Background: an optimization exercise with open tools, aiming at small area. Do not read the settings as production practice. Function was checked by simulation only, so behaviour that the tests miss may differ from the original. The clock port is modelled as an ideal driver; clocking choices that lean on that would not hold on a real chip. Power is estimated from default activity; no workload was simulated.

Setup of job 1843:
==> flow/design.v (excerpt) <==
module decode_stage
(
	input  logic      clk,
	input  logic      reset_n,
	input  decode_pkg::word_t     inst_i,
	input  decode_pkg::word_t     pc_i,
	input  logic      reg_we_i,
	input  decode_pkg::reg_addr_t reg_waddr_i,
	input  decode_pkg::word_t     reg_wdata_i,
	input  decode_pkg::reg_addr_t conflict_addr0_i,
	input  decode_pkg::reg_addr_t conflict_addr1_i,
	input  logic      exception_i,
	output decode_pkg::word_t     inst_o,
	output decode_pkg::word_t     pc_o,
	output decode_pkg::word_t     op0_o,
	output decode_pkg::word_t     op1_o,
	output decode_pkg::reg_addr_t reg_waddr_o,
	output logic      reg_we_o,
	output logic      illegal_inst_o,
	output logic      stall_o,
	output logic      branch_valid_o,
	output decode_pkg::word_t     branch_target_o
);
	logic         uses_rs;
	logic         uses_rt;
	logic         dest_we;
	logic         legal;
	decode_pkg::reg_addr_t    dest_addr;
	decode_pkg::branch_kind_e branch_kind;
	logic         is_branch_rel;
	decode_pkg::word_t        rs_data;
	decode_pkg::word_t        rt_data;
	logic         stall;
	assign stall_o = stall;
	inst_decoder u_decoder (
		.inst_i          (inst_i),
		.uses_rs_o       (uses_rs),
		.uses_rt_o       (uses_rt),
		.dest_we_o       (dest_we),
		.legal_o         (legal),
		.dest_addr_o     (dest_addr),
		.branch_kind_o   (branch_kind),
		.is_branch_rel_o (is_branch_rel)
	);
	reg_file u_reg_file (
		.clk      (clk),
		.reset_n  (reset_n),
		.raddr0_i (inst_i[25:21]),
		.raddr1_i (inst_i[20:16]),
		.waddr_i  (reg_waddr_i),
		.we_i     (reg_we_i),
		.wdata_i  (reg_wdata_i),
		.rdata0_o (rs_data),
		.rdata1_o (rt_data)
	);
	branch_unit u_branch (
  ...
Size: roughly 2800 cells after synthesis, roughly 280 I/O pins, ~0.045 sq mm of cells after synthesis.
==> flow/config.mk <==
export PLATFORM = sky130hd
export DESIGN_NAME = decode_stage
export DESIGN_NICKNAME = decode_stage
export VERILOG_FILES = /design/flow/design.v
export SDC_FILE = /design/flow/constraint.sdc
export NUM_CORES = 4
export LEC_CHECK = 0
export CAP_MARGIN = 10
export CORE_MARGIN = 2
export CORE_UTILIZATION = 40
export CTS_BUF_LIST = sky130_fd_sc_hd__clkbuf_4 sky130_fd_sc_hd__clkbuf_8
export CTS_CLUSTER_DIAMETER = 60
export CTS_CLUSTER_SIZE = 16
export GPL_TIMING_DRIVEN = 0
export SETUP_SLACK_MARGIN = 0.3
export SLEW_MARGIN = 10
==> flow/constraint.sdc <==
create_clock -name core_clock -period 8.0 [get_ports {clk}]
set_input_delay 1.6000 -clock core_clock [delete_from_list [all_inputs] [get_ports {clk}]]
set_output_delay 1.6000 -clock core_clock [all_outputs]
set_load 0.01 [all_outputs]
standard.sh (not shown) runs the stock make flow with config.mk's settings and CLKGATE_MAP_FILE= SYNTH_SCRIPT=/design/flow/synth_recipe.tcl, a recipe that flattens the netlist after the stock synthesis.
==> flow/flow/run.sh <==
#!/bin/bash
# Own layout flow: the standard ORFS flow (standard.sh), with
#  - the standard synthesis, except that ABC maps the logic with another script
#    (flow/area.abc); registers, their names and cell types are those of the standard synthesis;
#  - ports buffered with the smallest buffer instead of clkdlybuf4s50_1;
#  - the resizer kept to small and mid-size buffers (flow/dont_use.tcl).
# Every step writes its full output to a log of its own in the work folder.
set -euo pipefail
W=$(pwd)
export MY_ABC_SCRIPT=$W/flow/area.abc
export BUFFER_PORTS_ARGS="-buffer_cell sky130_fd_sc_hd__buf_1"
export PRE_RESIZE_TCL=$W/flow/dont_use.tcl
export PRE_CTS_TCL=$W/flow/dont_use.tcl
export PRE_GLOBAL_ROUTE_TCL=$W/flow/dont_use.tcl
export PRE_GLOBAL_PLACE_TCL=$W/flow/dont_use.tcl
V=(SYNTH_SCRIPT=$W/flow/area_synth.tcl)
bash standard.sh "${V[@]}" synth     > $W/log_synth.txt 2>&1
bash standard.sh "${V[@]}" floorplan > $W/log_floorplan.txt 2>&1
bash standard.sh "${V[@]}" place     > $W/log_place.txt 2>&1
bash standard.sh "${V[@]}" cts       > $W/log_cts.txt 2>&1
bash standard.sh "${V[@]}" route     > $W/log_route.txt 2>&1
bash standard.sh "${V[@]}" finish    > $W/log_finish.txt 2>&1
==> flow/flow/area.abc <==
strash
&get -n
&st
&dch
&nf -p -C 32
&put
==> flow/flow/area_synth.tcl <==
# synth_recipe.tcl (the standard synthesis) with only the ABC mapping script replaced by an area-oriented one
proc synth {args} { yosys synth -nofsm -noshare {*}$args }
proc abc {args} {
  set i [lsearch -exact $args -script]
  if {$i >= 0} { set args [lreplace $args [expr {$i+1}] [expr {$i+1}] $::env(MY_ABC_SCRIPT)] }
  yosys abc {*}$args
}
source $::env(SCRIPTS_DIR)/synth.tcl
# left out here: clear keep_hierarchy, flatten, clean up, hide names made inside functions, write 1_2_yosys.v
==> flow/flow/dont_use.tcl <==
set_dont_use {sky130_fd_sc_hd__buf_12 sky130_fd_sc_hd__buf_16 sky130_fd_sc_hd__clkdlybuf4s* sky130_fd_sc_hd__dlygate* sky130_fd_sc_hd__dlymetal*}
Edits applied to the flow inputs when going from job 1843 to job 6270:
# job 1843
export LEC_CHECK = 0
export CAP_MARGIN = 10
export CORE_MARGIN = 2
export CORE_UTILIZATION = 40
export CTS_BUF_LIST = sky130_fd_sc_hd__clkbuf_4 sky130_fd_sc_hd__clkbuf_8
export CTS_CLUSTER_DIAMETER = 60
export CTS_CLUSTER_SIZE = 16
export GPL_TIMING_DRIVEN = 0
export SETUP_SLACK_MARGIN = 0.3
export SLEW_MARGIN = 10
create_clock -name core_clock -period 8.0 [get_ports {clk}]
# job 6270
export LEC_CHECK = 0
export CAP_MARGIN = 10
export CORE_MARGIN = 2
export CORE_UTILIZATION = 43
export CTS_BUF_LIST = sky130_fd_sc_hd__clkbuf_4 sky130_fd_sc_hd__clkbuf_8
export CTS_CLUSTER_DIAMETER = 60
export CTS_CLUSTER_SIZE = 16
export GPL_TIMING_DRIVEN = 0
export SETUP_SLACK_MARGIN = 0.3
export SLEW_MARGIN = 10
create_clock -name core_clock -period 8.0 [get_ports {clk}]
==> flow/flow/dont_use.tcl <==
set_dont_use {sky130_fd_sc_hd__buf_8 sky130_fd_sc_hd__buf_12 sky130_fd_sc_hd__buf_16 sky130_fd_sc_hd__clkdlybuf4s* sky130_fd_sc_hd__dlygate* sky130_fd_sc_hd__dlymetal*}
## What came out
Delta(hold slack, job 6270 - job 1843) > 0. Looking at area occupied by multi-input gates, job 6270 sits above job 1843. Between job 1843 and job 6270, post-route worst setup slack increased. Tap cell count sits lower in job 6270 than in job 1843. Job 6270 ends up with higher register fraction of the total cell area than job 1843 does. Job 1843 vs job 6270, launch point of the critical path: inst_i[19] vs inst_i[22]. Between job 1843 and job 6270, the flow reports sum of routed wire segments on met1 decreasing by a few percent. Depth of the most critical reg-to-reg path: job 6270 vs job 1843 down 2.
Modified inputs, job 9268 compared to job 6270
# job 6270
export LEC_CHECK = 0
export CAP_MARGIN = 10
export CORE_MARGIN = 2
export CORE_UTILIZATION = 43
export CTS_BUF_LIST = sky130_fd_sc_hd__clkbuf_4 sky130_fd_sc_hd__clkbuf_8
export CTS_CLUSTER_DIAMETER = 60
export CTS_CLUSTER_SIZE = 16
export GPL_TIMING_DRIVEN = 0
export SETUP_SLACK_MARGIN = 0.3
export SLEW_MARGIN = 10
create_clock -name core_clock -period 8.0 [get_ports {clk}]
# job 9268
export LEC_CHECK = 0
export CAP_MARGIN = 10
export CORE_MARGIN = 2
export CORE_UTILIZATION = 40
export CTS_BUF_LIST = sky130_fd_sc_hd__clkbuf_8 sky130_fd_sc_hd__clkbuf_16
export CTS_CLUSTER_DIAMETER = 50
export CTS_CLUSTER_SIZE = 20
export GPL_TIMING_DRIVEN = 0
export SETUP_SLACK_MARGIN = 0.3
export SLEW_MARGIN = 10
create_clock -name core_clock -period 8.0 [get_ports {clk}]
Notes after the runs:
Comparing met3 layer usage reported by global route for job 9268 and job 6270, the bigger number came from job 9268.
Job 9268 against job 6270: power consumption moved up; met3 routed wirelength moved up; minimum clock period after layout has increased; global routing usage summed across all routing layers shows a reduction of 2.9 points.
Input changes introduced in job 754 (baseline for comparison: job 9268):
# job 9268
export LEC_CHECK = 0
export CAP_MARGIN = 10
export CORE_MARGIN = 2
export CORE_UTILIZATION = 40
export CTS_BUF_LIST = sky130_fd_sc_hd__clkbuf_8 sky130_fd_sc_hd__clkbuf_16
export CTS_CLUSTER_DIAMETER = 50
export CTS_CLUSTER_SIZE = 20
export GPL_TIMING_DRIVEN = 0
export SETUP_SLACK_MARGIN = 0.3
export SLEW_MARGIN = 10
create_clock -name core_clock -period 8.0 [get_ports {clk}]
# job 754
export LEC_CHECK = 0
export CAP_MARGIN = 10
export CORE_MARGIN = 2
export CORE_UTILIZATION = 40
export CTS_BUF_LIST = sky130_fd_sc_hd__clkbuf_4 sky130_fd_sc_hd__clkbuf_8
export CTS_CLUSTER_DIAMETER = 60
export CTS_CLUSTER_SIZE = 16
export GPL_TIMING_DRIVEN = 0
export SETUP_SLACK_MARGIN = 0.3
export SLEW_MARGIN = 10
create_clock -name core_clock -period 8.0 [get_ports {clk}]
Notes after the runs:
The synthesis-to-layout area growth reported for job 754 is smaller than that of job 9268 by 4.5 points.
The start point of the critical path comes out inst_i[16] in one run and inst_i[23] in the other, namely in job 754 and job 9268 respectively.
Compared with job 9268, job 754 shows largest fanout on the critical path higher by 5.
Worst supply voltage drop on vdd (higher): job 9268
Job 9268 → job 754: combinational share of power went up, register-to-register slack did not really move, global router's overall resource usage did not really move, sequential cell count did not really move.
The following lists how job 7940 was set up differently from job 754:
# job 754
export LEC_CHECK = 0
export CAP_MARGIN = 10
export CORE_MARGIN = 2
export CORE_UTILIZATION = 40
export CTS_BUF_LIST = sky130_fd_sc_hd__clkbuf_4 sky130_fd_sc_hd__clkbuf_8
export CTS_CLUSTER_DIAMETER = 60
export CTS_CLUSTER_SIZE = 16
export GPL_TIMING_DRIVEN = 0
export SETUP_SLACK_MARGIN = 0.3
export SLEW_MARGIN = 10
create_clock -name core_clock -period 8.0 [get_ports {clk}]
# job 7940
export LEC_CHECK = 0
export CAP_MARGIN = 10
export CORE_MARGIN = 2
export CORE_UTILIZATION = 40
export CTS_BUF_LIST = sky130_fd_sc_hd__clkbuf_4 sky130_fd_sc_hd__clkbuf_8
export CTS_CLUSTER_DIAMETER = 50
export CTS_CLUSTER_SIZE = 14
export GPL_TIMING_DRIVEN = 0
export SETUP_SLACK_MARGIN = 0.3
export SLEW_MARGIN = 10
create_clock -name core_clock -period 8.0 [get_ports {clk}]
==> comparison <==
Compared with job 754, job 7940 improves worst clock skew. [compare] base=job 754 new=job 7940: vias after detailed routing saw an increase; worst setup slack shrank by 0.014 ns; number of stages on the worst setup path went down; clock latency on the worst-skew pair -0.02 ns. Diff job 7940..job 754 | wire length reported by the detailed router | negligible.
diff inputs: job 7940 => job 4904
# job 7940
export LEC_CHECK = 0
export CAP_MARGIN = 10
export CORE_MARGIN = 2
export CORE_UTILIZATION = 40
export CTS_BUF_LIST = sky130_fd_sc_hd__clkbuf_4 sky130_fd_sc_hd__clkbuf_8
export CTS_CLUSTER_DIAMETER = 50
export CTS_CLUSTER_SIZE = 14
export GPL_TIMING_DRIVEN = 0
export SETUP_SLACK_MARGIN = 0.3
export SLEW_MARGIN = 10
create_clock -name core_clock -period 8.0 [get_ports {clk}]
# job 4904
export LEC_CHECK = 0
export CAP_MARGIN = 10
export CORE_MARGIN = 2
export CORE_UTILIZATION = 40
export CTS_BUF_LIST = sky130_fd_sc_hd__clkbuf_4 sky130_fd_sc_hd__clkbuf_8
export CTS_CLUSTER_DIAMETER = 60
export CTS_CLUSTER_SIZE = 16
export GPL_TIMING_DRIVEN = 0
export SETUP_SLACK_MARGIN = 0.3
export SLEW_MARGIN = 10
create_clock -name core_clock -period 8.0 [get_ports {clk}]
==> flow/flow/area.abc <==
strash
&get -n
&st
&dch
&nf -R 1000 -p -C 32
&put
## What came out
Number of distinct library cell variants in the gate-level netlist after synthesis ended up about 18% lower on job 4904 than on job 7940. When job 4904 is measured against job 7940, its final-layout worst hold slack turns out 0.14 ns lower. Comparing the two runs side by side, job 4904 comes out behind job 7940 on first-pass GRT wire length. Job 7940 ended up with inst_i[23] as its worst setup path startpoint; job 4904 ended up with inst_i[21]. Job 7940 has lower violation count after the first detailed-routing iteration than job 4904. Fill cell instance count of the final layout went down by a few percent going from job 7940 to job 4904. Setup WNS job 7940 -> job 4904: better.

-- what the ideal ports hide --
The results above use ideal ports. As a check the final layouts listed here were re-extracted and re-timed, cells and wires unchanged.
Step 1, drivers: a clkbuf_16 drives clk and a buf_2 each remaining input, both assumed.
Step 2 adds t to the input delays and takes it off the output delays; t is the mean of the earliest and latest rising clock arrival at the registers after step 1. Input paths then give back, and output paths get back, about the clock's delay inside the block.
a / b / c = ideal ports / drivers / drivers and shift; a / b = the first two.
| run | shift t [ns] | setup slack, ns | worst register clock-pin slew, ns | worst slew at a driven data input, ns |
|---|---|---|---|---|
| job 1843 | 0.845 | 0.121 / 0.097 / 0.097 | 0.11 / 0.11 | 0.11 |
| job 6270 | 0.867 | 0.246 / 0.222 / 0.222 | 0.11 / 0.11 | 0.17 |
| job 9268 | 0.776 | 0.100 / 0.071 / 0.071 | 0.08 / 0.08 | 0.11 |
| job 754 | 0.857 | 0.133 / 0.104 / 0.104 | 0.11 / 0.11 | 0.11 |
| job 7940 | 0.847 | 0.118 / 0.088 / 0.088 | 0.10 / 0.10 | 0.12 |
| job 4904 | 0.885 | 0.146 / 0.122 / 0.122 | 0.11 / 0.11 | 0.17 |
After both steps setup and hold are still met in every run listed. The setup slack of job 7940, which loses most, moves by -0.030 ns with the drivers and by -0.030 ns with both steps.
